Source: an optimization exercise on an open RTL-to-GDS flow (aim: small area, a short achievable clock period and few clock cycles per item). Production flows keep margins and buffers that such runs may drop. At most, simulation tests tie the RTL to the original design; equivalence was not proved. Function not checked in runs 2 and 3: the RTL went through the layout flow alone.

[flow/config.mk]
export PLATFORM = sky130hd
export DESIGN_NAME = matrix_mult_top
export DESIGN_NICKNAME = matrix_mult_top
export VERILOG_FILES = /design/flow/design.v
export SDC_FILE = /design/flow/constraint.sdc
export NUM_CORES = 4
export LEC_CHECK = 0
export CAP_MARGIN = 20
export CORE_MARGIN = 2
export CORE_UTILIZATION = 60
export PLACE_DENSITY = 0.7
export SLEW_MARGIN = 20
export SYNTH_ARGS = -noabc
export SETUP_SLACK_MARGIN = 5.6
export CTS_CLUSTER_SIZE = 25
export CTS_CLUSTER_DIAMETER = 80
export BUFFER_PORTS_ARGS = -buffer_cell sky130_fd_sc_hd__buf_2
[flow/constraint.sdc]
create_clock -name core_clock -period 8.5 [get_ports {ap_clk}]
set_input_delay 1.7000 -clock core_clock [delete_from_list [all_inputs] [get_ports {ap_clk}]]
set_output_delay 1.7000 -clock core_clock [all_outputs]
set_load 0.01 [all_outputs]
[flow/design.v]
`default_nettype none
module mm_booth_cs (
  input  wire [23:0] enc,
  input  wire [15:0] b,
  output wire [31:0] r0,
  output wire [31:0] r1,
  output wire [31:0] r2
);
  wire pp0_0 = ((enc[0] & b[0]) ^ enc[2]);
  wire pp0_1 = (((enc[0] & b[1]) | (enc[1] & b[0])) ^ enc[2]);
  wire pp0_2 = (((enc[0] & b[2]) | (enc[1] & b[1])) ^ enc[2]);
  wire pp0_3 = (((enc[0] & b[3]) | (enc[1] & b[2])) ^ enc[2]);
  wire pp0_4 = (((enc[0] & b[4]) | (enc[1] & b[3])) ^ enc[2]);
  wire pp0_5 = (((enc[0] & b[5]) | (enc[1] & b[4])) ^ enc[2]);
  wire pp0_6 = (((enc[0] & b[6]) | (enc[1] & b[5])) ^ enc[2]);
  wire pp0_7 = (((enc[0] & b[7]) | (enc[1] & b[6])) ^ enc[2]);
  wire pp0_8 = (((enc[0] & b[8]) | (enc[1] & b[7])) ^ enc[2]);
  wire pp0_9 = (((enc[0] & b[9]) | (enc[1] & b[8])) ^ enc[2]);
  wire pp0_10 = (((enc[0] & b[10]) | (enc[1] & b[9])) ^ enc[2]);
  wire pp0_11 = (((enc[0] & b[11]) | (enc[1] & b[10])) ^ enc[2]);
  wire pp0_12 = (((enc[0] & b[12]) | (enc[1] & b[11])) ^ enc[2]);
  wire pp0_13 = (((enc[0] & b[13]) | (enc[1] & b[12])) ^ enc[2]);
  wire pp0_14 = (((enc[0] & b[14]) | (enc[1] & b[13])) ^ enc[2]);
  wire pp0_15 = (((enc[0] & b[15]) | (enc[1] & b[14])) ^ enc[2]);
  wire pp0_16 = ~(((enc[0] & b[15]) | (enc[1] & b[15])) ^ enc[2]);
  wire pp1_0 = ((enc[3] & b[0]) ^ enc[5]);
  wire pp1_1 = (((enc[3] & b[1]) | (enc[4] & b[0])) ^ enc[5]);
  wire pp1_2 = (((enc[3] & b[2]) | (enc[4] & b[1])) ^ enc[5]);
  wire pp1_3 = (((enc[3] & b[3]) | (enc[4] & b[2])) ^ enc[5]);
  wire pp1_4 = (((enc[3] & b[4]) | (enc[4] & b[3])) ^ enc[5]);
  wire pp1_5 = (((enc[3] & b[5]) | (enc[4] & b[4])) ^ enc[5]);
  wire pp1_6 = (((enc[3] & b[6]) | (enc[4] & b[5])) ^ enc[5]);
  wire pp1_7 = (((enc[3] & b[7]) | (enc[4] & b[6])) ^ enc[5]);
  wire pp1_8 = (((enc[3] & b[8]) | (enc[4] & b[7])) ^ enc[5]);
  wire pp1_9 = (((enc[3] & b[9]) | (enc[4] & b[8])) ^ enc[5]);
  wire pp1_10 = (((enc[3] & b[10]) | (enc[4] & b[9])) ^ enc[5]);
  wire pp1_11 = (((enc[3] & b[11]) | (enc[4] & b[10])) ^ enc[5]);
  wire pp1_12 = (((enc[3] & b[12]) | (enc[4] & b[11])) ^ enc[5]);
  wire pp1_13 = (((enc[3] & b[13]) | (enc[4] & b[12])) ^ enc[5]);
  wire pp1_14 = (((enc[3] & b[14]) | (enc[4] & b[13])) ^ enc[5]);
  wire pp1_15 = (((enc[3] & b[15]) | (enc[4] & b[14])) ^ enc[5]);
  wire pp1_16 = ~(((enc[3] & b[15]) | (enc[4] & b[15])) ^ enc[5]);
  wire pp2_0 = ((enc[6] & b[0]) ^ enc[8]);
  wire pp2_1 = (((enc[6] & b[1]) | (enc[7] & b[0])) ^ enc[8]);
  wire pp2_2 = (((enc[6] & b[2]) | (enc[7] & b[1])) ^ enc[8]);
  wire pp2_3 = (((enc[6] & b[3]) | (enc[7] & b[2])) ^ enc[8]);
  wire pp2_4 = (((enc[6] & b[4]) | (enc[7] & b[3])) ^ enc[8]);
  wire pp2_5 = (((enc[6] & b[5]) | (enc[7] & b[4])) ^ enc[8]);
  wire pp2_6 = (((enc[6] & b[6]) | (enc[7] & b[5])) ^ enc[8]);
  wire pp2_7 = (((enc[6] & b[7]) | (enc[7] & b[6])) ^ enc[8]);
  wire pp2_8 = (((enc[6] & b[8]) | (enc[7] & b[7])) ^ enc[8]);
  wire pp2_9 = (((enc[6] & b[9]) | (enc[7] & b[8])) ^ enc[8]);
  wire pp2_10 = (((enc[6] & b[10]) | (enc[7] & b[9])) ^ enc[8]);
  wire pp2_11 = (((enc[6] & b[11]) | (enc[7] & b[10])) ^ enc[8]);
  wire pp2_12 = (((enc[6] & b[12]) | (enc[7] & b[11])) ^ enc[8]);
  wire pp2_13 = (((enc[6] & b[13]) | (enc[7] & b[12])) ^ enc[8]);
  wire pp2_14 = (((enc[6] & b[14]) | (enc[7] & b[13])) ^ enc[8]);
  wire pp2_15 = (((enc[6] & b[15]) | (enc[7] & b[14])) ^ enc[8]);
  wire pp2_16 = ~(((enc[6] & b[15]) | (enc[7] & b[15])) ^ enc[8]);
  wire pp3_0 = ((enc[9] & b[0]) ^ enc[11]);
  wire pp3_1 = (((enc[9] & b[1]) | (enc[10] & b[0])) ^ enc[11]);
  wire pp3_2 = (((enc[9] & b[2]) | (enc[10] & b[1])) ^ enc[11]);
  wire pp3_3 = (((enc[9] & b[3]) | (enc[10] & b[2])) ^ enc[11]);
  wire pp3_4 = (((enc[9] & b[4]) | (enc[10] & b[3])) ^ enc[11]);
  wire pp3_5 = (((enc[9] & b[5]) | (enc[10] & b[4])) ^ enc[11]);
  wire pp3_6 = (((enc[9] & b[6]) | (enc[10] & b[5])) ^ enc[11]);
  wire pp3_7 = (((enc[9] & b[7]) | (enc[10] & b[6])) ^ enc[11]);
  wire pp3_8 = (((enc[9] & b[8]) | (enc[10] & b[7])) ^ enc[11]);
  wire pp3_9 = (((enc[9] & b[9]) | (enc[10] & b[8])) ^ enc[11]);
  wire pp3_10 = (((enc[9] & b[10]) | (enc[10] & b[9])) ^ enc[11]);
  wire pp3_11 = (((enc[9] & b[11]) | (enc[10] & b[10])) ^ enc[11]);
  wire pp3_12 = (((enc[9] & b[12]) | (enc[10] & b[11])) ^ enc[11]);
  wire pp3_13 = (((enc[9] & b[13]) | (enc[10] & b[12])) ^ enc[11]);
  wire pp3_14 = (((enc[9] & b[14]) | (enc[10] & b[13])) ^ enc[11]);
  wire pp3_15 = (((enc[9] & b[15]) | (enc[10] & b[14])) ^ enc[11]);
  wire pp3_16 = ~(((enc[9] & b[15]) | (enc[10] & b[15])) ^ enc[11]);
  wire pp4_0 = ((enc[12] & b[0]) ^ enc[14]);
  wire pp4_1 = (((enc[12] & b[1]) | (enc[13] & b[0])) ^ enc[14]);
  wire pp4_2 = (((enc[12] & b[2]) | (enc[13] & b[1])) ^ enc[14]);
  wire pp4_3 = (((enc[12] & b[3]) | (enc[13] & b[2])) ^ enc[14]);
  wire pp4_4 = (((enc[12] & b[4]) | (enc[13] & b[3])) ^ enc[14]);
  wire pp4_5 = (((enc[12] & b[5]) | (enc[13] & b[4])) ^ enc[14]);
  wire pp4_6 = (((enc[12] & b[6]) | (enc[13] & b[5])) ^ enc[14]);
  wire pp4_7 = (((enc[12] & b[7]) | (enc[13] & b[6])) ^ enc[14]);
  wire pp4_8 = (((enc[12] & b[8]) | (enc[13] & b[7])) ^ enc[14]);
  wire pp4_9 = (((enc[12] & b[9]) | (enc[13] & b[8])) ^ enc[14]);
  wire pp4_10 = (((enc[12] & b[10]) | (enc[13] & b[9])) ^ enc[14]);
  wire pp4_11 = (((enc[12] & b[11]) | (enc[13] & b[10])) ^ enc[14]);
  wire pp4_12 = (((enc[12] & b[12]) | (enc[13] & b[11])) ^ enc[14]);
  wire pp4_13 = (((enc[12] & b[13]) | (enc[13] & b[12])) ^ enc[14]);
  wire pp4_14 = (((enc[12] & b[14]) | (enc[13] & b[13])) ^ enc[14]);
  wire pp4_15 = (((enc[12] & b[15]) | (enc[13] & b[14])) ^ enc[14]);
  wire pp4_16 = ~(((enc[12] & b[15]) | (enc[13] & b[15])) ^ enc[14]);
  wire pp5_0 = ((enc[15] & b[0]) ^ enc[17]);
  wire pp5_1 = (((enc[15] & b[1]) | (enc[16] & b[0])) ^ enc[17]);
  wire pp5_2 = (((enc[15] & b[2]) | (enc[16] & b[1])) ^ enc[17]);
  wire pp5_3 = (((enc[15] & b[3]) | (enc[16] & b[2])) ^ enc[17]);
  wire pp5_4 = (((enc[15] & b[4]) | (enc[16] & b[3])) ^ enc[17]);
  wire pp5_5 = (((enc[15] & b[5]) | (enc[16] & b[4])) ^ enc[17]);
  wire pp5_6 = (((enc[15] & b[6]) | (enc[16] & b[5])) ^ enc[17]);
  wire pp5_7 = (((enc[15] & b[7]) | (enc[16] & b[6])) ^ enc[17]);
  wire pp5_8 = (((enc[15] & b[8]) | (enc[16] & b[7])) ^ enc[17]);
  wire pp5_9 = (((enc[15] & b[9]) | (enc[16] & b[8])) ^ enc[17]);
  wire pp5_10 = (((enc[15] & b[10]) | (enc[16] & b[9])) ^ enc[17]);
  wire pp5_11 = (((enc[15] & b[11]) | (enc[16] & b[10])) ^ enc[17]);
  wire pp5_12 = (((enc[15] & b[12]) | (enc[16] & b[11])) ^ enc[17]);
  wire pp5_13 = (((enc[15] & b[13]) | (enc[16] & b[12])) ^ enc[17]);
  wire pp5_14 = (((enc[15] & b[14]) | (enc[16] & b[13])) ^ enc[17]);
  wire pp5_15 = (((enc[15] & b[15]) | (enc[16] & b[14])) ^ enc[17]);
  wire pp5_16 = ~(((enc[15] & b[15]) | (enc[16] & b[15])) ^ enc[17]);
  wire pp6_0 = ((enc[18] & b[0]) ^ enc[20]);
  wire pp6_1 = (((enc[18] & b[1]) | (enc[19] & b[0])) ^ enc[20]);
  wire pp6_2 = (((enc[18] & b[2]) | (enc[19] & b[1])) ^ enc[20]);
  wire pp6_3 = (((enc[18] & b[3]) | (enc[19] & b[2])) ^ enc[20]);
  wire pp6_4 = (((enc[18] & b[4]) | (enc[19] & b[3])) ^ enc[20]);
  wire pp6_5 = (((enc[18] & b[5]) | (enc[19] & b[4])) ^ enc[20]);
  wire pp6_6 = (((enc[18] & b[6]) | (enc[19] & b[5])) ^ enc[20]);
  wire pp6_7 = (((enc[18] & b[7]) | (enc[19] & b[6])) ^ enc[20]);
  wire pp6_8 = (((enc[18] & b[8]) | (enc[19] & b[7])) ^ enc[20]);
  wire pp6_9 = (((enc[18] & b[9]) | (enc[19] & b[8])) ^ enc[20]);
  wire pp6_10 = (((enc[18] & b[10]) | (enc[19] & b[9])) ^ enc[20]);
  wire pp6_11 = (((enc[18] & b[11]) | (enc[19] & b[10])) ^ enc[20]);
  wire pp6_12 = (((enc[18] & b[12]) | (enc[19] & b[11])) ^ enc[20]);
  wire pp6_13 = (((enc[18] & b[13]) | (enc[19] & b[12])) ^ enc[20]);
  wire pp6_14 = (((enc[18] & b[14]) | (enc[19] & b[13])) ^ enc[20]);
  wire pp6_15 = (((enc[18] & b[15]) | (enc[19] & b[14])) ^ enc[20]);
  wire pp6_16 = ~(((enc[18] & b[15]) | (enc[19] & b[15])) ^ enc[20]);
  wire pp7_0 = ((enc[21] & b[0]) ^ enc[23]);
  wire pp7_1 = (((enc[21] & b[1]) | (enc[22] & b[0])) ^ enc[23]);
  wire pp7_2 = (((enc[21] & b[2]) | (enc[22] & b[1])) ^ enc[23]);
  wire pp7_3 = (((enc[21] & b[3]) | (enc[22] & b[2])) ^ enc[23]);
  wire pp7_4 = (((enc[21] & b[4]) | (enc[22] & b[3])) ^ enc[23]);
  wire pp7_5 = (((enc[21] & b[5]) | (enc[22] & b[4])) ^ enc[23]);
  wire pp7_6 = (((enc[21] & b[6]) | (enc[22] & b[5])) ^ enc[23]);
  wire pp7_7 = (((enc[21] & b[7]) | (enc[22] & b[6])) ^ enc[23]);
  wire pp7_8 = (((enc[21] & b[8]) | (enc[22] & b[7])) ^ enc[23]);
  wire pp7_9 = (((enc[21] & b[9]) | (enc[22] & b[8])) ^ enc[23]);
  wire pp7_10 = (((enc[21] & b[10]) | (enc[22] & b[9])) ^ enc[23]);
  wire pp7_11 = (((enc[21] & b[11]) | (enc[22] & b[10])) ^ enc[23]);
  wire pp7_12 = (((enc[21] & b[12]) | (enc[22] & b[11])) ^ enc[23]);
  wire pp7_13 = (((enc[21] & b[13]) | (enc[22] & b[12])) ^ enc[23]);
  wire pp7_14 = (((enc[21] & b[14]) | (enc[22] & b[13])) ^ enc[23]);
  wire pp7_15 = (((enc[21] & b[15]) | (enc[22] & b[14])) ^ enc[23]);
  wire pp7_16 = ~(((enc[21] & b[15]) | (enc[22] & b[15])) ^ enc[23]);
  wire t1, t2, t3, t4, t5, t6, t7, t8, t9, t10, t11, t12, t13, t14, t15, t16, t17, t18, t19, t20, t21, t22, t23, t24, t25, t26, t27, t28, t29, t30, t31, t32, t33, t34, t35, t36, t37, t38, t39, t40, t41, t42, t43, t44, t45, t46, t47, t48, t49, t50, t51, t52, t53, t54, t55, t56, t57, t58, t59, t60, t61, t62, t63, t64, t65, t66, t67, t68, t69, t70, t71, t72, t73, t74, t75, t76, t77, t78, t79, t80, t81, t82, t83, t84, t85, t86, t87, t88, t89, t90, t91, t92, t93, t94, t95, t96, t97, t98, t99, t100, t101, t102, t103, t104, t105, t106, t107, t108, t109, t110, t111, t112, t113, t114, t115, t116, t117, t118, t119, t120, t121, t122, t123, t124, t125, t126, t127, t128, t129, t130, t131, t132, t133, t134, t135, t136, t137, t138, t139, t140, t141, t142, t143, t144, t145, t146, t147, t148, t149, t150, t151, t152, t153, t154, t155, t156, t157, t158, t159, t160, t161, t162, t163, t164, t165, t166, t167, t168;
  assign t1 = pp0_10 ^ pp1_8;
  assign t2 = pp0_10 & pp1_8;
  assign t3 = pp0_11 ^ pp1_9;
  assign t4 = pp0_11 & pp1_9;
  assign t5 = pp0_12 ^ pp1_10 ^ pp2_8;
  assign t6 = (pp0_12 & pp1_10) | (pp0_12 & pp2_8) | (pp1_10 & pp2_8);
  assign t7 = pp3_6 ^ pp4_4;
  assign t8 = pp3_6 & pp4_4;
  assign t9 = pp0_13 ^ pp1_11 ^ pp2_9;
  assign t10 = (pp0_13 & pp1_11) | (pp0_13 & pp2_9) | (pp1_11 & pp2_9);
  assign t11 = pp3_7 ^ pp4_5;
  assign t12 = pp3_7 & pp4_5;
  assign t13 = pp0_14 ^ pp1_12 ^ pp2_10;
  assign t14 = (pp0_14 & pp1_12) | (pp0_14 & pp2_10) | (pp1_12 & pp2_10);
  assign t15 = pp3_8 ^ pp4_6 ^ pp5_4;
  assign t16 = (pp3_8 & pp4_6) | (pp3_8 & pp5_4) | (pp4_6 & pp5_4);
  assign t17 = pp6_2 ^ pp7_0;
  assign t18 = pp6_2 & pp7_0;
  assign t19 = pp0_15 ^ pp1_13 ^ pp2_11;
  assign t20 = (pp0_15 & pp1_13) | (pp0_15 & pp2_11) | (pp1_13 & pp2_11);
  assign t21 = pp3_9 ^ pp4_7 ^ pp5_5;
  assign t22 = (pp3_9 & pp4_7) | (pp3_9 & pp5_5) | (pp4_7 & pp5_5);
  assign t23 = pp6_3 ^ pp7_1;
  assign t24 = pp6_3 & pp7_1;
  assign t25 = pp0_16 ^ pp1_14 ^ pp2_12;
  assign t26 = (pp0_16 & pp1_14) | (pp0_16 & pp2_12) | (pp1_14 & pp2_12);
  assign t27 = pp3_10 ^ pp4_8 ^ pp5_6;
  assign t28 = (pp3_10 & pp4_8) | (pp3_10 & pp5_6) | (pp4_8 & pp5_6);
  assign t29 = pp6_4 ^ pp7_2 ^ 1'b1;
  assign t30 = (pp6_4 & pp7_2) | (pp6_4 & 1'b1) | (pp7_2 & 1'b1);
  assign t31 = pp1_15 ^ pp2_13 ^ pp3_11;
  assign t32 = (pp1_15 & pp2_13) | (pp1_15 & pp3_11) | (pp2_13 & pp3_11);
  assign t33 = pp4_9 ^ pp5_7 ^ pp6_5;
  assign t34 = (pp4_9 & pp5_7) | (pp4_9 & pp6_5) | (pp5_7 & pp6_5);
  assign t35 = pp7_3 ^ 1'b1;
  assign t36 = pp7_3 & 1'b1;
  assign t37 = pp1_16 ^ pp2_14 ^ pp3_12;
  assign t38 = (pp1_16 & pp2_14) | (pp1_16 & pp3_12) | (pp2_14 & pp3_12);
  assign t39 = pp4_10 ^ pp5_8 ^ pp6_6;
  assign t40 = (pp4_10 & pp5_8) | (pp4_10 & pp6_6) | (pp5_8 & pp6_6);
  assign t41 = pp2_15 ^ pp3_13 ^ pp4_11;
  assign t42 = (pp2_15 & pp3_13) | (pp2_15 & pp4_11) | (pp3_13 & pp4_11);
  assign t43 = pp5_9 ^ pp6_7;
  assign t44 = pp5_9 & pp6_7;
  assign t45 = pp2_16 ^ pp3_14 ^ pp4_12;
  assign t46 = (pp2_16 & pp3_14) | (pp2_16 & pp4_12) | (pp3_14 & pp4_12);
  assign t47 = pp3_15 ^ pp4_13;
  assign t48 = pp3_15 & pp4_13;
  assign t49 = pp0_6 ^ pp1_4;
  assign t50 = pp0_6 & pp1_4;
  assign t51 = pp0_7 ^ pp1_5;
  assign t52 = pp0_7 & pp1_5;
  assign t53 = pp0_8 ^ pp1_6 ^ pp2_4;
  assign t54 = (pp0_8 & pp1_6) | (pp0_8 & pp2_4) | (pp1_6 & pp2_4);
  assign t55 = pp3_2 ^ pp4_0;
  assign t56 = pp3_2 & pp4_0;
  assign t57 = pp0_9 ^ pp1_7 ^ pp2_5;
  assign t58 = (pp0_9 & pp1_7) | (pp0_9 & pp2_5) | (pp1_7 & pp2_5);
  assign t59 = pp3_3 ^ pp4_1;
  assign t60 = pp3_3 & pp4_1;
  assign t61 = pp2_6 ^ pp3_4 ^ pp4_2;
  assign t62 = (pp2_6 & pp3_4) | (pp2_6 & pp4_2) | (pp3_4 & pp4_2);
  assign t63 = pp5_0 ^ enc[17] ^ t1;
  assign t64 = (pp5_0 & enc[17]) | (pp5_0 & t1) | (enc[17] & t1);
  assign t65 = pp2_7 ^ pp3_5 ^ pp4_3;
  assign t66 = (pp2_7 & pp3_5) | (pp2_7 & pp4_3) | (pp3_5 & pp4_3);
  assign t67 = pp5_1 ^ t2 ^ t3;
  assign t68 = (pp5_1 & t2) | (pp5_1 & t3) | (t2 & t3);
  assign t69 = pp5_2 ^ pp6_0 ^ enc[20];
  assign t70 = (pp5_2 & pp6_0) | (pp5_2 & enc[20]) | (pp6_0 & enc[20]);
  assign t71 = t4 ^ t5 ^ t7;
  assign t72 = (t4 & t5) | (t4 & t7) | (t5 & t7);
  assign t73 = pp5_3 ^ pp6_1 ^ t6;
  assign t74 = (pp5_3 & pp6_1) | (pp5_3 & t6) | (pp6_1 & t6);
  assign t75 = t8 ^ t9 ^ t11;
  assign t76 = (t8 & t9) | (t8 & t11) | (t9 & t11);
  assign t77 = enc[23] ^ t10 ^ t12;
  assign t78 = (enc[23] & t10) | (enc[23] & t12) | (t10 & t12);
  assign t79 = t13 ^ t15 ^ t17;
  assign t80 = (t13 & t15) | (t13 & t17) | (t15 & t17);
  assign t81 = t14 ^ t16 ^ t18;
  assign t82 = (t14 & t16) | (t14 & t18) | (t16 & t18);
  assign t83 = t19 ^ t21 ^ t23;
  assign t84 = (t19 & t21) | (t19 & t23) | (t21 & t23);
  assign t85 = t20 ^ t22 ^ t24;
  assign t86 = (t20 & t22) | (t20 & t24) | (t22 & t24);
  assign t87 = t25 ^ t27 ^ t29;
  assign t88 = (t25 & t27) | (t25 & t29) | (t27 & t29);
  assign t89 = t26 ^ t28 ^ t30;
  assign t90 = (t26 & t28) | (t26 & t30) | (t28 & t30);
  assign t91 = t31 ^ t33 ^ t35;
  assign t92 = (t31 & t33) | (t31 & t35) | (t33 & t35);
  assign t93 = pp7_4 ^ t32 ^ t34;
  assign t94 = (pp7_4 & t32) | (pp7_4 & t34) | (t32 & t34);
  assign t95 = t36 ^ t37 ^ t39;
  assign t96 = (t36 & t37) | (t36 & t39) | (t37 & t39);
  assign t97 = pp7_5 ^ 1'b1 ^ t38;
  assign t98 = (pp7_5 & 1'b1) | (pp7_5 & t38) | (1'b1 & t38);
  assign t99 = t40 ^ t41 ^ t43;
  assign t100 = (t40 & t41) | (t40 & t43) | (t41 & t43);
  assign t101 = pp5_10 ^ pp6_8 ^ pp7_6;
  assign t102 = (pp5_10 & pp6_8) | (pp5_10 & pp7_6) | (pp6_8 & pp7_6);
  assign t103 = t42 ^ t44 ^ t45;
  assign t104 = (t42 & t44) | (t42 & t45) | (t44 & t45);
  assign t105 = pp5_11 ^ pp6_9 ^ pp7_7;
  assign t106 = (pp5_11 & pp6_9) | (pp5_11 & pp7_7) | (pp6_9 & pp7_7);
  assign t107 = 1'b1 ^ t46 ^ t47;
  assign t108 = (1'b1 & t46) | (1'b1 & t47) | (t46 & t47);
  assign t109 = pp3_16 ^ pp4_14 ^ pp5_12;
  assign t110 = (pp3_16 & pp4_14) | (pp3_16 & pp5_12) | (pp4_14 & pp5_12);
  assign t111 = pp6_10 ^ pp7_8 ^ t48;
  assign t112 = (pp6_10 & pp7_8) | (pp6_10 & t48) | (pp7_8 & t48);
  assign t113 = pp4_15 ^ pp5_13 ^ pp6_11;
  assign t114 = (pp4_15 & pp5_13) | (pp4_15 & pp6_11) | (pp5_13 & pp6_11);
  assign t115 = pp7_9 ^ 1'b1;
  assign t116 = pp7_9 & 1'b1;
  assign t117 = pp4_16 ^ pp5_14 ^ pp6_12;
  assign t118 = (pp4_16 & pp5_14) | (pp4_16 & pp6_12) | (pp5_14 & pp6_12);
  assign t119 = pp5_15 ^ pp6_13;
  assign t120 = pp5_15 & pp6_13;
  assign t121 = pp0_4 ^ pp1_2;
  assign t122 = pp0_4 & pp1_2;
  assign t123 = pp0_5 ^ pp1_3;
  assign t124 = pp0_5 & pp1_3;
  assign t125 = pp2_2 ^ pp3_0 ^ enc[11];
  assign t126 = (pp2_2 & pp3_0) | (pp2_2 & enc[11]) | (pp3_0 & enc[11]);
  assign t127 = pp2_3 ^ pp3_1 ^ t50;
  assign t128 = (pp2_3 & pp3_1) | (pp2_3 & t50) | (pp3_1 & t50);
  assign t129 = enc[14] ^ t52 ^ t53;
  assign t130 = (enc[14] & t52) | (enc[14] & t53) | (t52 & t53);
  assign t131 = t54 ^ t56 ^ t57;
  assign t132 = (t54 & t56) | (t54 & t57) | (t56 & t57);
  assign t133 = t58 ^ t60 ^ t61;
  assign t134 = (t58 & t60) | (t58 & t61) | (t60 & t61);
  assign t135 = t62 ^ t64 ^ t65;
  assign t136 = (t62 & t64) | (t62 & t65) | (t64 & t65);
  assign t137 = t66 ^ t68 ^ t69;
  assign t138 = (t66 & t68) | (t66 & t69) | (t68 & t69);
  assign t139 = t70 ^ t72 ^ t73;
  assign t140 = (t70 & t72) | (t70 & t73) | (t72 & t73);
  assign t141 = t74 ^ t76 ^ t77;
  assign t142 = (t74 & t76) | (t74 & t77) | (t76 & t77);
  assign t143 = t78 ^ t80 ^ t81;
  assign t144 = (t78 & t80) | (t78 & t81) | (t80 & t81);
  assign t145 = t82 ^ t84 ^ t85;
  assign t146 = (t82 & t84) | (t82 & t85) | (t84 & t85);
  assign t147 = t86 ^ t88 ^ t89;
  assign t148 = (t86 & t88) | (t86 & t89) | (t88 & t89);
  assign t149 = t90 ^ t92 ^ t93;
  assign t150 = (t90 & t92) | (t90 & t93) | (t92 & t93);
  assign t151 = t94 ^ t96 ^ t97;
  assign t152 = (t94 & t96) | (t94 & t97) | (t96 & t97);
  assign t153 = t98 ^ t100 ^ t101;
  assign t154 = (t98 & t100) | (t98 & t101) | (t100 & t101);
  assign t155 = t102 ^ t104 ^ t105;
  assign t156 = (t102 & t104) | (t102 & t105) | (t104 & t105);
  assign t157 = t106 ^ t108 ^ t109;
  assign t158 = (t106 & t108) | (t106 & t109) | (t108 & t109);
  assign t159 = t110 ^ t112 ^ t113;
  assign t160 = (t110 & t112) | (t110 & t113) | (t112 & t113);
  assign t161 = pp7_10 ^ t114 ^ t116;
  assign t162 = (pp7_10 & t114) | (pp7_10 & t116) | (t114 & t116);
  assign t163 = pp7_11 ^ 1'b1 ^ t118;
  assign t164 = (pp7_11 & 1'b1) | (pp7_11 & t118) | (1'b1 & t118);
  assign t165 = pp5_16 ^ pp6_14 ^ pp7_12;
  assign t166 = (pp5_16 & pp6_14) | (pp5_16 & pp7_12) | (pp6_14 & pp7_12);
  assign t167 = pp6_15 ^ pp7_13;
  assign t168 = pp6_15 & pp7_13;
  assign r0 = {1'b1, pp7_16, pp7_15, pp6_16, 1'b1, t120, t119, t117, t115, t111, t107, t103, t99, t95, t91, t87, t83, t79, t75, t71, t67, t63, t59, t55, t51, t49, pp2_1, pp2_0, pp0_3, pp0_2, pp0_1, pp0_0};
  assign r1 = {1'b0, 1'b0, 1'b1, pp7_14, t166, t164, t162, t160, t158, t156, t154, t152, t150, t148, t146, t144, t142, t140, t138, t136, t134, t132, t130, t128, t126, t124, t122, enc[8], pp1_1, pp1_0, 1'b0, enc[2]};
  assign r2 = {1'b0, 1'b0, 1'b0, t168, t167, t165, t163, t161, t159, t157, t155, t153, t151, t149, t147, t145, t143, t141, t139, t137, t135, t133, t131, t129, t127, t125, t123, t121, 1'b0, enc[5], 1'b0, 1'b0};
endmodule
`default_nettype wire
`default_nettype none
module matrix_mult_top (
  input  wire                           ap_clk,
  input  wire                           areset,
  input  wire                           i_start,
  output logic                          o_idle,
  output logic                          o_done,
  input  wire                           i_a_valid,
  output logic                          o_a_ready,
  input  wire  [4*16-1:0] i_a_data,
  input  wire                           i_b_valid,
  output logic                          o_b_ready,
  input  wire  [4*16-1:0] i_b_data,
  output logic                          o_c_valid,
  input  wire                           i_c_ready,
  output logic [4*32-1:0]  o_c_data,
  output logic                          o_c_last
);
  logic       start_r;
  logic       busy;
  logic       job_open;
  logic       job_end;
  logic       idle_r;
  assign job_open = i_start & ~start_r & ~busy;
  assign job_end  = o_c_valid & i_c_ready & o_c_last;
  always_ff @(posedge ap_clk) begin
    if (areset) begin
      start_r <= 1'b0;
    end else begin
      start_r <= i_start;
    end
  end
  always_ff @(posedge ap_clk) begin
    if (areset) begin
      busy   <= 1'b0;
      idle_r <= 1'b1;
      o_done <= 1'b0;
    end else begin
      o_done <= job_end;
      if (job_end) begin
        busy   <= 1'b0;
        idle_r <= 1'b1;
      end else if (job_open) begin
        busy   <= 1'b1;
        idle_r <= 1'b0;
      end
    end
  end
  assign o_idle = idle_r;
  logic [1:0]  ph;
  logic [1:0]  kb;           
  logic        inbeat;       
  logic        intake_done;  
  logic        spec1;        
  logic        spec2;        
  logic [8:0]  eq_r;         
  logic        take0;
  logic        cap;
  logic        xfer;
  logic [15:0] a_raw;
  logic [63:0] b0;
  always_ff @(posedge ap_clk) begin
    eq_r[0] <= i_a_valid & i_b_valid;
    eq_r[1] <= (i_a_data[7:0] == a_raw[7:0]);
    eq_r[2] <= (i_a_data[15:8] == a_raw[15:8]);
    for (int g = 0; g < 6; g++) begin
      eq_r[3+g] <= (i_b_data[11*g +: 11] == b0[11*g +: 11]);
    end
  end
  assign take0 = busy & ~intake_done & ~inbeat & (ph == 2'd0) & i_a_valid & i_b_valid;
  assign cap   = ~busy | take0 | inbeat;
  always_ff @(posedge ap_clk) begin
    if (areset) begin
      xfer <= 1'b0;
    end else begin
      xfer <= inbeat & (ph == 2'd2) & ~(spec2 & ~(&eq_r));
    end
  end
  assign o_a_ready = xfer;
  assign o_b_ready = xfer;
  always_ff @(posedge ap_clk) begin
    if (areset) begin
      ph          <= 2'd0;
      kb          <= 2'd0;
      inbeat      <= 1'b0;
      intake_done <= 1'b0;
      spec1       <= 1'b0;
      spec2       <= 1'b0;
    end else if (job_open) begin
      ph          <= 2'd1;
      kb          <= 2'd0;
      inbeat      <= 1'b1;
      intake_done <= 1'b0;
      spec1       <= 1'b1;
      spec2       <= 1'b0;
    end else begin
      spec1 <= 1'b0;
      spec2 <= spec1;
      ph    <= (busy & ~job_end) ? ph + 2'd1 : 2'd0;
      if (spec2 & ~(&eq_r)) begin
        inbeat <= 1'b0;
      end else if (take0) begin
        inbeat <= 1'b1;
      end else if (xfer) begin
        inbeat <= 1'b0;
      end
      if (xfer) begin
        kb <= kb + 2'd1;
        if (kb == 2'd3) begin
          intake_done <= 1'b1;
        end
      end
    end
  end
  logic [15:0] a_sel;
  logic [16:0] a_ext;
  logic [23:0] enc_d;
  logic [23:0] enc0;
  logic        first0;
  logic        last0;
  assign a_sel = cap ? i_a_data[ph*16 +: 16] : 16'd0;
  assign a_ext = {a_sel, 1'b0};
  always_comb begin
    for (int d = 0; d < 8; d++) begin
      enc_d[3*d]   = a_ext[2*d] ^ a_ext[2*d+1];
      enc_d[3*d+1] = (a_ext[2*d +: 3] == 3'b011) | (a_ext[2*d +: 3] == 3'b100);
      enc_d[3*d+2] = a_ext[2*d+2];
    end
  end
  always_ff @(posedge ap_clk) begin
    enc0  <= enc_d;
    b0    <= i_b_data;
    a_raw <= i_a_data[15:0];
  end
  always_ff @(posedge ap_clk) begin
    if (areset) begin
      first0 <= 1'b0;
      last0  <= 1'b0;
    end else begin
      first0 <= cap & (kb == 2'd0);
      last0  <= cap & (kb == 2'd3);
    end
  end
  logic [31:0] r0_1 [4];
  logic [31:0] r1_1 [4];
  logic [31:0] r2_1 [4];
  logic        last1;
  for (genvar j = 0; j < 4; j++) begin : g_mul
    logic [31:0] r0_w;
    logic [31:0] r1_w;
    logic [31:0] r2_w;
    mm_booth_cs mul (
      .enc (enc0),
      .b   (b0[16*j +: 16]),
      .r0  (r0_w),
      .r1  (r1_w),
      .r2  (r2_w)
    );
    always_ff @(posedge ap_clk) begin
      r0_1[j] <= r0_w;
      r1_1[j] <= r1_w;
      r2_1[j] <= r2_w;
    end
  end
  always_ff @(posedge ap_clk) begin
    if (areset) begin
      last1 <= 1'b0;
    end else begin
      last1 <= last0;
    end
  end
  logic [127:0] res;
  logic         last2;
  always_ff @(posedge ap_clk) begin
    if (areset) begin
      last2 <= 1'b0;
    end else begin
      last2 <= last1;
    end
  end
  for (genvar j = 0; j < 4; j++) begin : g_acc
    logic [31:0] acc [1:3];
    logic [31:0] x1;
    logic [31:0] y1;
    logic [31:0] a0_x;
    logic [31:0] a0_y;
    logic [31:0] a0_sum;
    assign x1 = acc[3] ^ r0_1[j] ^ r1_1[j];
    assign y1 = {(acc[3][30:0] & r0_1[j][30:0]) | (acc[3][30:0] & r1_1[j][30:0])
                 | (r0_1[j][30:0] & r1_1[j][30:0]), 1'b0};
    assign a0_sum = a0_x + a0_y;
    assign res[32*j +: 32] = a0_sum;
    always_ff @(posedge ap_clk) begin
      a0_x   <= x1 ^ y1 ^ r2_1[j];
      a0_y   <= {(x1[30:0] & y1[30:0]) | (x1[30:0] & r2_1[j][30:0])
                 | (y1[30:0] & r2_1[j][30:0]), 1'b0};
      acc[1] <= a0_sum;
      acc[2] <= acc[1];
      acc[3] <= acc[2] & {32{~first0}};
    end
  end
  logic [1:0]   row2;
  logic [1:0]   orow;
  logic         post;
  logic         all_loaded;
  logic         load;
  logic [127:0] out_data;
  assign row2 = ph - 2'd3;
  assign load = busy & ~all_loaded & (row2 == orow) & (last2 | post)
              & (~o_c_valid | i_c_ready);
  always_ff @(posedge ap_clk) begin
    if (areset) begin
      o_c_valid  <= 1'b0;
      o_c_last   <= 1'b0;
      orow       <= 2'd0;
      post       <= 1'b0;
      all_loaded <= 1'b0;
    end else if (job_open) begin
      o_c_valid  <= 1'b0;
      o_c_last   <= 1'b0;
      orow       <= 2'd0;
      post       <= 1'b0;
      all_loaded <= 1'b0;
    end else begin
      if (last2 & (row2 == 2'd3)) begin
        post <= 1'b1;
      end
      if (load) begin
        o_c_valid <= 1'b1;
        o_c_last  <= (orow == 2'd3);
        orow      <= orow + 2'd1;
        if (orow == 2'd3) begin
          all_loaded <= 1'b1;
        end
      end else if (i_c_ready) begin
        o_c_valid <= 1'b0;
      end
    end
  end
  always_ff @(posedge ap_clk) begin
    if (load) begin
      out_data <= res;
    end
  end
  assign o_c_data = out_data;
endmodule
`default_nettype wire
[flow/flow/run.sh]
#!/bin/bash
# The standard layout (standard.sh) with these settings added to its
# config.mk (60% core utilization and 0.7 placement density come from config.mk):
#  - Yosys synth without its early abc -fast pass (-noabc), so that the
#    carry-save trees map to full-adder cells without extra inverters;
#    the registers and their names are the same as the standard synthesis
#  - every port buffer is a buf_2 cell
#  - timing repair aims at a 5.6 ns setup margin
#  - clock tree sink clusters of at most 25 sinks and 80 um
# standard.sh writes every tool's log under orfs/logs; its own output goes
# to standard.log here.
set -e
cat >> config.mk <<'CFG'
export SYNTH_ARGS = -noabc
export SETUP_SLACK_MARGIN = 5.6
export CTS_CLUSTER_SIZE = 25
export CTS_CLUSTER_DIAMETER = 80
export BUFFER_PORTS_ARGS = -buffer_cell sky130_fd_sc_hd__buf_2
CFG
bash standard.sh > standard.log 2>&1
[flow/standard.sh]
#!/bin/bash
# synth_recipe.tcl (not shown) runs the flow's synth.tcl, then flattens the netlist and writes it again
# the make line also repeats each setting of config.mk as NAME=value (left out here)
make -C /OpenROAD-flow-scripts/flow DESIGN_CONFIG=/design/flow/config.mk WORK_HOME=/design/flow/orfs CLKGATE_MAP_FILE= SYNTH_SCRIPT=/design/flow/synth_recipe.tcl "${@:-finish}"
==> results of run 1 <==
-- cell usage after synthesis (all sizes together) (12+ instances only) --
master / n / area share
dfxtp: 1095 / 0.39
xnor2: 616 / 0.096
a22oi: 482 / 0.064
fa: 464 / 0.17
clkbuf: 261 / 0.017
ha: 259 / 0.058
inv: 181 / 0.012
nand2: 152 / 0.010
nor2b: 151 / 0.017
edfxtp: 128 / 0.068
a21oi: 126 / 0.011
xor2: 111 / 0.017
o21ai: 110 / 0.010
buf: 103 / 0.0074
nor2: 70 / 0.0047
a21o: 45 / 0.0060
nand3: 40 / 0.0036
nand4: 34 / 0.0038
nor3: 19 / 0.0017
o21bai: 19 / 0.0025
a211oi: 15 / 0.0024
o211ai: 15 / 0.0021
o21a: 14 / 0.0019
a31oi: 12 / 0.0013
-- logic make-up after synthesis --
group           after synthesis
compound gates              903
xor+xnor                    727
fa+ha+maj                   723
buf+inv                     545
flops                      1223
mux                          31
simple gates                519
-- how the worst max path moves through the flow --
stage | start | to | slack [ns] | depth (start not counted)
after global placement | i_c_ready | out_data[123] | 4.88 | 4
after CTS | out_data[114] | o_c_data[114] | 5.48 | 1
final | out_data[92] | o_c_data[92] | 5.54 | 1
after global routing | out_data[92] | o_c_data[92] | 5.48 | 1
after detailed placement | i_c_ready | out_data[123] | 4.80 | 4
after floorplan | i_b_valid | enc0[22] | 5.34 | 8
-- what timing repair did --
item                                    4_1_cts  5_1_grt
endpoints found under the setup margin      418      340
hold buffers                                  0        0
buffers inserted                             16       31
cloned                                        1        2
hold endpoints to repair                      0        0
pin swaps                                     5       14
gates resized for setup                      88       76
-- layout make-up --
class                           instances  area, µm²  share of cell area
Antenna cell                            1      2.502          0.00004101
Clock buffer                           88       1638             0.02684
Clock inverter                         12      157.7            0.002583
Inverter                              181      681.9             0.01117
Multi-Input combinational cell       2904      28630              0.4691
Sequential cell                      1223      25910              0.4247
Tap cell                             1254       1569             0.02571
Timing Repair Buffer                  342       2432             0.03986
-- metal layers --
metal / vias to the layer above / wire, µm
met3: 305 / 12630
met5: - / 75
met4: 12 / 4668
li1: 15780 / -
met1: 17150 / 61550
met2: 1639 / 59250
-- per-stage QoR --
stage | util | instance area [µm²]
2_1_floorplan | - | 56310
3_3_place_gp | 0.6236 | 58030
3_5_place_dp | 0.6236 | 58030
4_1_cts | 0.6497 | 60460
5_1_grt | 0.6558 | 61020
6_report | 0.6558 | 61020
-- state kept, by name, indices dropped and copies added, names as in the netlist, 2 cells and up --
register	cells
kb	2
b0	64
r0_1	120
r2_1	101
ph	2
r1_1	106
eq_r	9
enc0	24
orow	2
a_raw	16
g_acc.a0_x	128
g_acc.acc	384
g_acc.a0_y	120
out_data	128
==> reports/qor.txt, run 1 <==
CTS tree = built
adder-cell share of the synthesized area = 0.2230
post-synthesis instance area = 56,200 µm²
Vert. Die Dim = 310.0 µm
1st-iter DRT viols = 3,544
RSZ-0062 raised after global routing = yes
met1 track demand over resource = 0.4244
worst min path class = flip-flop to flip-flop
MaxCap Viol Count = 0
CP Buf/Inv Count = 1
number of rows created at floorplan = 112
minimum hold slack = 0.3161 ns
outcome = no timing/DRC/antenna violations
maximum clock frequency = 0.3376 GHz
vias post-DR = 34,880
post-synth net total = 5,528
number of top-level pins = 268
effective utilization at floorplan = 0.6040
Critical Path End Type = output port
clock-pin transition on the worst setup and hold timing paths = 0.10 ns
detailed-route vias per instance = 5.809
layout-stage area growth over the synthesis result = 8.585%
Cells after DPL = 5,854
placer's final routability congestion estimate = 0.8711
relative slew slack = 0.3466
M2 GR Usage = 0.4254
total of warnings raised by yosys = 10
clock tree buffer depth = 3
total congestion overflow = 0
share of final-layout standard cells stronger than drive strength 1 = 0.1255
largest family of logic cells by synthesized area = adder cells
core footprint = 93,050 µm²
commonest non-fill, non-tap cell in the layout = sky130_fd_sc_hd__dfxtp_1
dpl ws = 4.800 ns
xor and xnor area share after synthesis = 0.1133
count of TritonRoute iterations in the first routing pass = 6
hold wc startpoint = g_acc[0].acc[1][10]
commonest cells after routing, fill and taps aside = sky130_fd_sc_hd__dfxtp_1, sky130_fd_sc_hd__xnor2_1, sky130_fd_sc_hd__a22oi_1
hold violation total from the final report = 0
Post-Route Setup TNS = 0 ns
routing usage on met3 = 0.05660
post-layout worst setup margin = 5.538 ns
busiest layer in global routing = met2
top fanout value on the critical path = 1
Die X = 310.0 µm
Total Wirelength = 138,200 µm
compound-gate portion of the synthesized area = 0.1135
crit path time final = 2.962 ns
number of enable-type register cells in the synthesized netlist = 128
worst-case clock skew = 0.03075 ns
worst setup path category = flip-flop to output port
initial antenna violation count = 10
worst hold path endpoint = g_acc[0].acc[2][10]
register area share after synthesis = 0.4585
kind of start point of the critical path = flip-flop
arrival time worst endpoint = 1.26 ns
Final HPWL DP = 86,860 µm
final max-slew violation count = 0
clock buffers created by TritonCTS = 58
CTS HTree Levels = 2
Worst Path Required = 6.80 ns
Hold Crit Depth = 0
highest-delay cell along the critical path = sky130_fd_sc_hd__edfxtp_1
fraction of the cycle the final worst path needs = 0.3485
first-pass GRT wire length = 211,000 µm
r2r worst-path depth = 7
post-synthesis sequential element count = 1,223
maximum number of pins on one net before global-route repair = 69
final layout net count = 5,567
clk sinks = 1,223
Filler Cells Inserted = 7,164
Port Buffer Count = 267
area share of and/or/nand/nor cells after synthesis = 0.04698
Reg2Reg Capture Point = r2_1[3][18]
Largest delay share family, worst path = flip-flops
post-synthesis mux area share = 0.007837
Synth Flop Type = sky130_fd_sc_hd__dfxtp_1
Setup Viol. Count Final = 0
Mean Syn Cell Area = 12.03 µm²
Worst-Margin Slew = 0.9788 ns
number of global-route vias before repair = 35,290
total DRC errors in the routed layout = 0
cell breakdown of the critical path = buf_2
slowest cell delay on critical path = 0.42 ns
clk root buf = sky130_fd_sc_hd__clkbuf_16
distinct cell type count of the synthesized netlist = 82
reg-to-reg setup timing slack = 5.64 ns
synthesized instance count = 4,671
post-detailed-route count of antenna-violating nets = 0
die area = 96,130 µm²
clock insertion delay at the later pin of the skew report = 0.69 ns
global-route total usage across every layer = 0.2876
fraction of registers with async set or reset after synthesis = 0
Layout Cells excl Fill = 6,005
Reg2Reg Launch Point = enc0[10]
DR WL/cell = 23.01 µm
Testbench counts, summed over its fixed seeds: cycles 7,680, jobs 384.
==> run 2: changes to the inputs <==
--- a/flow/design.v
+++ b/flow/design.v
@@ -372,5 +372,5 @@
   logic        spec1;        
   logic        spec2;        
-  logic [8:0]  eq_r;         
+  logic        eq_r;         
   logic        take0;
   logic        cap;
@@ -379,10 +379,5 @@
   logic [63:0] b0;
   always_ff @(posedge ap_clk) begin
-    eq_r[0] <= i_a_valid & i_b_valid;
-    eq_r[1] <= (i_a_data[7:0] == a_raw[7:0]);
-    eq_r[2] <= (i_a_data[15:8] == a_raw[15:8]);
-    for (int g = 0; g < 6; g++) begin
-      eq_r[3+g] <= (i_b_data[11*g +: 11] == b0[11*g +: 11]);
-    end
+    eq_r <= i_a_valid & i_b_valid & (i_a_data[15:0] == a_raw) & (i_b_data == b0);
   end
   assign take0 = busy & ~intake_done & ~inbeat & (ph == 2'd0) & i_a_valid & i_b_valid;
@@ -392,5 +387,5 @@
       xfer <= 1'b0;
     end else begin
-      xfer <= inbeat & (ph == 2'd2) & ~(spec2 & ~(&eq_r));
+      xfer <= inbeat & (ph == 2'd2) & ~(spec2 & ~eq_r);
     end
   end
@@ -416,5 +411,5 @@
       spec2 <= spec1;
       ph    <= (busy & ~job_end) ? ph + 2'd1 : 2'd0;
-      if (spec2 & ~(&eq_r)) begin
+      if (spec2 & ~eq_r) begin
         inbeat <= 1'b0;
       end else if (take0) begin
@@ -488,30 +483,27 @@
     end
   end
-  logic [127:0] res;
-  logic         last2;
-  always_ff @(posedge ap_clk) begin
-    if (areset) begin
-      last2 <= 1'b0;
-    end else begin
-      last2 <= last1;
-    end
-  end
+  logic [127:0] sum;
   for (genvar j = 0; j < 4; j++) begin : g_acc
-    logic [31:0] acc [1:3];
+    logic [31:0] acc [4];
     logic [31:0] x1;
     logic [31:0] y1;
-    logic [31:0] a0_x;
-    logic [31:0] a0_y;
-    logic [31:0] a0_sum;
+    logic [31:0] x2;
+    logic [31:0] y2;
+    logic [16:0] lo;
+    logic [15:0] hi0;
+    logic [15:0] hi1;
     assign x1 = acc[3] ^ r0_1[j] ^ r1_1[j];
     assign y1 = {(acc[3][30:0] & r0_1[j][30:0]) | (acc[3][30:0] & r1_1[j][30:0])
                  | (r0_1[j][30:0] & r1_1[j][30:0]), 1'b0};
-    assign a0_sum = a0_x + a0_y;
-    assign res[32*j +: 32] = a0_sum;
-    always_ff @(posedge ap_clk) begin
-      a0_x   <= x1 ^ y1 ^ r2_1[j];
-      a0_y   <= {(x1[30:0] & y1[30:0]) | (x1[30:0] & r2_1[j][30:0])
+    assign x2 = x1 ^ y1 ^ r2_1[j];
+    assign y2 = {(x1[30:0] & y1[30:0]) | (x1[30:0] & r2_1[j][30:0])
                  | (y1[30:0] & r2_1[j][30:0]), 1'b0};
-      acc[1] <= a0_sum;
+    assign lo  = {1'b0, x2[15:0]} + {1'b0, y2[15:0]};
+    assign hi0 = x2[31:16] + y2[31:16];
+    assign hi1 = x2[31:16] + y2[31:16] + 16'd1;
+    assign sum[32*j +: 32] = {lo[16] ? hi1 : hi0, lo[15:0]};
+    always_ff @(posedge ap_clk) begin
+      acc[0] <= sum[32*j +: 32];
+      acc[1] <= acc[0];
       acc[2] <= acc[1];
       acc[3] <= acc[2] & {32{~first0}};
@@ -524,6 +516,6 @@
   logic         load;
   logic [127:0] out_data;
-  assign row2 = ph - 2'd3;
-  assign load = busy & ~all_loaded & (row2 == orow) & (last2 | post)
+  assign row2 = ph - 2'd2;
+  assign load = busy & ~all_loaded & (row2 == orow) & (last1 | post)
               & (~o_c_valid | i_c_ready);
   always_ff @(posedge ap_clk) begin
@@ -541,5 +533,5 @@
       all_loaded <= 1'b0;
     end else begin
-      if (last2 & (row2 == 2'd3)) begin
+      if (last1 & (row2 == 2'd3)) begin
         post <= 1'b1;
       end
@@ -558,5 +550,5 @@
   always_ff @(posedge ap_clk) begin
     if (load) begin
-      out_data <= res;
+      out_data <= sum;
     end
   end
==> flow/flow/run.sh (replaced) <==
#!/bin/bash
# The standard layout (standard.sh), with two repair settings added to
# its config.mk:
#  - every port buffer is a buf_4 cell
#  - timing repair aims at a 5.55 ns setup margin
# standard.sh writes all tool logs under orfs/logs; its own output goes to
# standard.log here.
set -e
cat >> config.mk <<'CFG'
export SETUP_SLACK_MARGIN = 5.55
export BUFFER_PORTS_ARGS = -buffer_cell sky130_fd_sc_hd__buf_4
CFG
bash standard.sh > standard.log 2>&1
==> flow/config.mk (replaced) <==
export PLATFORM = sky130hd
export DESIGN_NAME = matrix_mult_top
export DESIGN_NICKNAME = matrix_mult_top
export VERILOG_FILES = /design/flow/design.v
export SDC_FILE = /design/flow/constraint.sdc
export NUM_CORES = 4
export LEC_CHECK = 0
export CAP_MARGIN = 20
export CORE_MARGIN = 2
export CORE_UTILIZATION = 40
export SLEW_MARGIN = 20
export SETUP_SLACK_MARGIN = 5.55
export BUFFER_PORTS_ARGS = -buffer_cell sky130_fd_sc_hd__buf_4
==> reports/qor.txt, run 2 <==
flip-flop count of the largest register after layout = 512
Die X = 371.8 µm
CTS tree = built
most used standard cells in the synthesized netlist = sky130_fd_sc_hd__dfxtp_1, sky130_fd_sc_hd__xnor2_1, sky130_fd_sc_hd__a22oi_1, sky130_fd_sc_hd__fa_1, sky130_fd_sc_hd__inv_1
Final HPWL DP = 96,940 µm
global-route total usage across every layer = 0.2155
met1 track demand over resource = 0.2994
hold violation total from the final report = 0
top fanout value on the critical path = 3
Worst Path Required = 8.99 ns
die area = 138,200 µm²
proportion of netlist area held by the largest area contributor = 0.3574
Vert. Die Dim = 371.8 µm
clock-pin transition on the worst setup and hold timing paths = 0.06 ns
number of top-level pins = 268
Synth Flop Type = sky130_fd_sc_hd__dfxtp_1
Reg2Reg Launch Point = g_acc[2].acc[3][2]
count of TritonRoute iterations in the first routing pass = 6
vias post-DR = 35,480
reg-to-reg setup timing slack = 4.28 ns
Mean Syn Cell Area = 11.61 µm²
layout-stage area growth over the synthesis result = 21.89%
crit path time final = 4.223 ns
commonest cells after routing, fill and taps aside = sky130_fd_sc_hd__dfxtp_1, sky130_fd_sc_hd__a22oi_1, sky130_fd_sc_hd__xnor2_1
initial antenna violation count = 16
DR WL/cell = 22.16 µm
CTS HTree Levels = 3
post-synth net total = 5,501
register area share after synthesis = 0.4285
core footprint = 133,800 µm²
total congestion overflow = 0
Crit. Startpoint = g_acc[2].acc[3][2]
number of global-route vias before repair = 36,580
synthesized instance count = 4,659
Port Buffer Count = 267
Worst-Margin Slew = 1.108 ns
total of warnings raised by yosys = 8
final layout net count = 5,751
fraction of registers with async set or reset after synthesis = 0
placer's final routability congestion estimate = 0.8393
r2r worst-path depth = 16
capturing instance or port of the critical path = out_data[94]
number of enable-type register cells in the synthesized netlist = 128
routing usage on met3 = 0.05950
maximum number of pins on one net before global-route repair = 73
leading cell type by number of instances after synthesis = sky130_fd_sc_hd__dfxtp_1
clk sinks = 1,094
RSZ-0062 raised after global routing = yes
hold buffers post-CTS = 0
post-layout util = 0.4929
share of final-layout standard cells stronger than drive strength 1 = 0.2159
busiest layer in global routing = met2
clock buffers created by TritonCTS = 116
number of rows created at floorplan = 134
final max-slew violation count = 0
relative slew slack = 0.2563
worst setup path category = flip-flop to flip-flop
Post-Route Setup TNS = 0 ns
effective utilization at floorplan = 0.4044
outcome = no timing/DRC/antenna violations
Regs by FF count = g_acc.acc x512, out_data x128, r0_1 x120
worst-case clock skew = 0.04321 ns
M2 GR Usage = 0.3215
arrival time worst endpoint = 4.71 ns
post-detailed-route count of antenna-violating nets = 0
post-synthesis instance area = 54,100 µm²
biggest area contributors in the synthesized netlist = sky130_fd_sc_hd__dfxtp_1, sky130_fd_sc_hd__fa_1, sky130_fd_sc_hd__xnor2_1, sky130_fd_sc_hd__edfxtp_1, sky130_fd_sc_hd__a22oi_1
MaxCap Viol Count = 0
Critical Path End Type = flip-flop
1st-iter DRT viols = 2,906
commonest non-fill, non-tap cell in the layout = sky130_fd_sc_hd__dfxtp_1
distinct cell type count of the synthesized netlist = 91
Yosys top cell by area = sky130_fd_sc_hd__dfxtp_1
Reg2Reg Capture Point = out_data[94]
maximum clock frequency = 0.2368 GHz
Setup Viol. Count Final = 0
clock insertion delay at the later pin of the skew report = 0.78 ns
Filler Cells Inserted = 11,800
Total Wirelength = 150,400 µm
register bank with the most flops = g_acc.acc
detailed-route vias per instance = 5.229
fraction of the cycle the final worst path needs = 0.4968
clk root buf = sky130_fd_sc_hd__clkbuf_16
clock tree buffer depth = 3
total DRC errors in the routed layout = 0
kind of start point of the critical path = flip-flop
first-pass GRT wire length = 225,900 µm
post-synthesis sequential element count = 1,094
worst min path class = flip-flop to flip-flop
-- run 2: per-layer routing --
metal,part of all wire,vias to the layer above,wire length (µm)
met5,0.0011,-,162
met4,0.031,24,4732
met3,0.091,294,13760
met2,0.44,1390,65600
met1,0.44,17810,66100
li1,-,15960,-
-- run 2: metrics by stage --
stage	std cells	hold WS (ns)	instance area, µm²	setup slack, ns
CTS	6706	0.3004	64420	4.235
finish	6785	0.2958	65950	4.277
global route	6782	0.3063	65940	4.122
global placement	6397	0.3100	57780	3.989
floorplan	4659	0.3096	54510	4.499
detailed placement	6397	0.3121	57780	3.901
-- run 2: cells by family after synthesis --
kind of cell               count (synthesis)  share of synthesized area
muxes                                     45                    0.01096
buffers and inverters                    742                    0.05171
DFF                                     1094                     0.4285
AOI/OAI and AO/OA                        797                     0.1059
adders and majority gates                708                     0.2270
xor gates and xnor gates                 769                     0.1250
and+or+nand+nor                          504                    0.05086
-- run 2: worst max-delay path: stages, from the launching register on --
cell and delay (ns):
sky130_fd_sc_hd__dfxtp_2 0.32, sky130_fd_sc_hd__fa_1 0.53, sky130_fd_sc_hd__inv_1 0.05, sky130_fd_sc_hd__fa_1 0.44
sky130_fd_sc_hd__inv_2 0.08, sky130_fd_sc_hd__ha_4 0.13, sky130_fd_sc_hd__inv_2 0.04, sky130_fd_sc_hd__fa_2 0.35
sky130_fd_sc_hd__nor2b_1 0.14, sky130_fd_sc_hd__o21ai_1 0.09, sky130_fd_sc_hd__a21bo_2 0.23, sky130_fd_sc_hd__a211o_1 0.32
sky130_fd_sc_hd__a31oi_4 0.27, sky130_fd_sc_hd__nand4b_4 0.14, sky130_fd_sc_hd__or4_4 0.59, sky130_fd_sc_hd__nor2_4 0.14
sky130_fd_sc_hd__xnor2_2 0.08
-- run 2: worst min path at each step --
| stage | endpoint | slack (ns) | startpoint | cells past startpoint |
|---|---|---|---|---|
| 3_5_place_dp | g_acc[0].acc[2][31] | 0.31 | g_acc[0].acc[1][31] | 0 |
| 6_report | g_acc[0].acc[2][4] | 0.30 | g_acc[0].acc[1][4] | 0 |
| 3_3_place_gp | g_acc[1].acc[2][1] | 0.31 | g_acc[1].acc[1][1] | 0 |
| 2_1_floorplan | g_acc[0].acc[1][0] | 0.31 | g_acc[0].acc[0][0] | 0 |
| 5_1_grt | g_acc[2].acc[2][18] | 0.31 | g_acc[2].acc[1][18] | 0 |
| 4_1_cts | g_acc[2].acc[2][18] | 0.30 | g_acc[2].acc[1][18] | 0 |
-- run 2: what timing repair did --
action	4_1_cts	5_1_grt
pin swaps	103	90
cloned	0	0
setup buffers	88	74
gates resized for setup	369	193
endpoints found under the setup margin	467	452
-- run 2: final cells by class --
class	count	area (µm²)	area share
Clock inverter	78	989.7	0.01501
Timing Repair Buffer	469	4682	0.07100
Inverter	405	1528	0.02317
Tap cell	1768	2212	0.03354
Multi-Input combinational cell	2823	29980	0.4546
Sequential cell	1094	23350	0.3540
Clock buffer	143	3198	0.04849
Antenna cell	5	12.51	0.0001897
==> run 3: changes to the inputs <==
==> flow/flow/run.sh (replaced) <==
#!/bin/bash
# The standard layout (standard.sh), with two repair settings added to
# its config.mk:
#  - every port buffer is a buf_4 cell
#  - timing repair aims at a 5.3 ns setup margin
# standard.sh writes all tool logs under orfs/logs; its own output goes to
# standard.log here.
set -e
cat >> config.mk <<'CFG'
export SETUP_SLACK_MARGIN = 5.3
export BUFFER_PORTS_ARGS = -buffer_cell sky130_fd_sc_hd__buf_4
CFG
bash standard.sh > standard.log 2>&1
--- a/flow/config.mk
+++ b/flow/config.mk
@@ -10,4 +10,4 @@
 export CORE_UTILIZATION = 40
 export SLEW_MARGIN = 20
-export SETUP_SLACK_MARGIN = 5.55
+export SETUP_SLACK_MARGIN = 5.3
 export BUFFER_PORTS_ARGS = -buffer_cell sky130_fd_sc_hd__buf_4
==> reports/qor.txt, run 3 <==
outcome = no timing/DRC/antenna violations
Mean Syn Cell Area = 11.61 µm²
register bank with the most flops = g_acc.acc
Regs by FF count = g_acc.acc x512, out_data x128, r0_1 x120
CTS tree = built
clock tree buffer depth = 3
clock insertion delay at the later pin of the skew report = 0.77 ns
synthesized instance count = 4,659
1st-iter DRT viols = 2,986
first-pass GRT wire length = 224,100 µm
compound-gate portion of the synthesized area = 0.1059
maximum clock frequency = 0.2407 GHz
total of warnings raised by yosys = 8
layout-stage area growth over the synthesis result = 19.17%
initial antenna violation count = 33
leading cell type by number of instances after synthesis = sky130_fd_sc_hd__dfxtp_1
relative slew slack = 0.2970
post-synthesis instance area = 54,100 µm²
Port Buffer Count = 267
Vert. Die Dim = 371.8 µm
post-layout util = 0.4819
kind of start point of the critical path = flip-flop
Post-Route Setup TNS = 0 ns
worst-case clock skew = 0.03624 ns
Register Area = 23,270 µm²
MaxCap Viol Count = 0
Synth Flop Type = sky130_fd_sc_hd__dfxtp_1
commonest cells after routing, fill and taps aside = sky130_fd_sc_hd__dfxtp_1, sky130_fd_sc_hd__a22oi_1, sky130_fd_sc_hd__xnor2_1
Filler Cells Inserted = 12,060
clock buffers created by TritonCTS = 116
core footprint = 133,800 µm²
number of top-level pins = 268
fraction of registers with async set or reset after synthesis = 0
global-route total usage across every layer = 0.2145
commonest non-fill, non-tap cell in the layout = sky130_fd_sc_hd__dfxtp_1
biggest area contributors in the synthesized netlist = sky130_fd_sc_hd__dfxtp_1, sky130_fd_sc_hd__fa_1, sky130_fd_sc_hd__xnor2_1, sky130_fd_sc_hd__edfxtp_1, sky130_fd_sc_hd__a22oi_1
post-detailed-route count of antenna-violating nets = 0
Multi-input gate area = 29,720 µm²
CTS HTree Levels = 3
xor and xnor area share after synthesis = 0.1250
clock-pin transition on the worst setup and hold timing paths = 0.06 ns
post-synthesis sequential element count = 1,094
hold buffers post-CTS = 0
vias post-DR = 35,410
register area share after synthesis = 0.4285
total congestion overflow = 0
effective utilization at floorplan = 0.4044
Die X = 371.8 µm
detailed-route vias per instance = 5.243
number of rows created at floorplan = 134
distinct cell type count of the synthesized netlist = 91
clk sinks = 1,094
adder-cell share of the synthesized area = 0.2270
arrival time worst endpoint = 4.63 ns
area share of and/or/nand/nor cells after synthesis = 0.05086
fraction of the cycle the final worst path needs = 0.4888
cell breakdown of the critical path = fa_1 -> inv_1 -> fa_1 -> inv_2 -> ha_4 -> fa_2 -> a21o_1 -> a221oi_2 -> xnor2_2 -> nand4_1 -> and4bb_4 -> nand4_1 -> mux2_4 -> a22oi_2 -> xnor2_1
clk root buf = sky130_fd_sc_hd__clkbuf_16
Yosys top cell by area = sky130_fd_sc_hd__dfxtp_1
RSZ-0062 raised after global routing = yes
Final HPWL DP = 98,790 µm
post-synthesis mux area share = 0.01096
total DRC errors in the routed layout = 0
hold violation total from the final report = 0
maximum number of pins on one net before global-route repair = 69
largest family of logic cells by synthesized area = adder cells
Worst-Margin Slew = 1.053 ns
highest-delay cell along the critical path = sky130_fd_sc_hd__fa_1
Critical Path End Type = flip-flop
final layout net count = 5,724
flip-flop count of the largest register after layout = 512
Worst Path Required = 8.98 ns
worst setup path category = flip-flop to flip-flop
number of global-route vias before repair = 36,880
number of enable-type register cells in the synthesized netlist = 128
Largest delay share family, worst path = adder cells
share of final-layout standard cells stronger than drive strength 1 = 0.1942
proportion of netlist area held by the largest area contributor = 0.3574
die area = 138,200 µm²
Total Wirelength = 149,800 µm
crit path time final = 4.155 ns
count of TritonRoute iterations in the first routing pass = 6
most used standard cells in the synthesized netlist = sky130_fd_sc_hd__dfxtp_1, sky130_fd_sc_hd__xnor2_1, sky130_fd_sc_hd__a22oi_1, sky130_fd_sc_hd__fa_1, sky130_fd_sc_hd__inv_1
slowest cell delay on critical path = 0.53 ns
final max-slew violation count = 0
top fanout value on the critical path = 3
CP Buf/Inv Count = 2
DR WL/cell = 22.18 µm
post-synth net total = 5,501
Setup Viol. Count Final = 0
worst min path class = flip-flop to flip-flop
placer's final routability congestion estimate = 0.8432
-- run 3: cell counts after synthesis --
Identical to the previous run, type by type.
-- run 3: repair_timing --
action	4_1_cts	5_1_grt
resized for setup	208	136
pin swaps	100	70
cloned	0	0
setup buffers	72	65
setup endpoints to repair	314	222
-- run 3: kinds of logic after synthesis --
family | after synthesis
compound gates | 797
xor+xnor | 769
buf+inv | 742
fa+ha+maj | 708
flops | 1094
mux | 45
simple gates | 504
-- run 3: area by class of cell --
cell class                      instances  area share
Sequential cell                      1094      0.3609
Clock buffer                          167     0.05155
Tap cell                             1768     0.03431
Multi-Input combinational cell       2823      0.4610
Inverter                              405     0.02375
Antenna cell                            6   0.0002329
Clock inverter                         49     0.01021
Timing Repair Buffer                  442     0.05805
-- run 3: worst paths after layout --
| check | start | endpoint | slack (ns) | cells past startpoint |
|---|---|---|---|---|
| setup / recovery | r0_1[3][16] | out_data[122] | 4.35 | 15 |
| setup reg to reg | r0_1[3][16] | out_data[122] | 4.35 | 15 |
| hold reg to reg | g_acc[0].acc[1][4] | g_acc[0].acc[2][4] | 0.30 | 0 |
| hold / removal | g_acc[0].acc[1][4] | g_acc[0].acc[2][4] | 0.30 | 0 |
-- run 3: stage by stage --
stage,worst slack (ns),instance area [µm²],hold slack (ns),cells
floorplan,4.499,54390,0.3096,4659
global placement,4.021,57660,0.3102,6395
detailed placement,3.969,57660,0.3121,6395
CTS,4.307,63200,0.3041,6683
global route,4.204,64460,0.3137,6748
finish,4.345,64470,0.2992,6754
-- run 3: layer usage --
| layer | track usage | wire [µm] | part of all wire | vias to the layer above |
|---|---|---|---|---|
| met5 | 0 | 253 | 0.0017 | - |
| met4 | 0.07429 | 4861 | 0.032 | 40 |
| met3 | 0.06558 | 15690 | 0.10 | 342 |
| met2 | 0.3187 | 64400 | 0.43 | 1528 |
| met1 | 0.2954 | 64600 | 0.43 | 17600 |
| li1 | - | - | - | 15900 |

==> re-timing with driven ports <==
How much do the figures lean on ideal ports? The routed layouts below were timed once more, with nothing changed but the port constraints. Step 1 (the two cells are an assumption about what drives the block):
set clk [get_ports {ap_clk}]
set_driving_cell -lib_cell sky130_fd_sc_hd__clkbuf_16 $clk
set_driving_cell -lib_cell sky130_fd_sc_hd__buf_2 [delete_from_list [all_inputs] $clk]
Step 2 adds t to the input delays and takes it off the output delays; t is the mean of the earliest and latest rising clock arrival at the registers after step 1. Input paths then give back, and output paths get back, about the clock's delay inside the block. Slacks: no drivers / after step 1 / after step 2; pairs: no drivers / after step 1.
| run | t (ns) | slack for setup (ns) | worst setup path at the end |
|---|---|---|---|
| run 1 | 0.746 | 5.538 / 5.464 / 5.179 | input to register |
| run 2 | 0.827 | 4.277 / 4.277 / 4.277 | register to register |
| run 3 | 0.827 | 4.345 / 4.345 / 4.345 | register to register |
After both steps setup and hold are still met in every run listed. For run 1, which loses most, drivers alone change the setup slack by -0.074 ns; drivers and shift together by -0.359 ns.
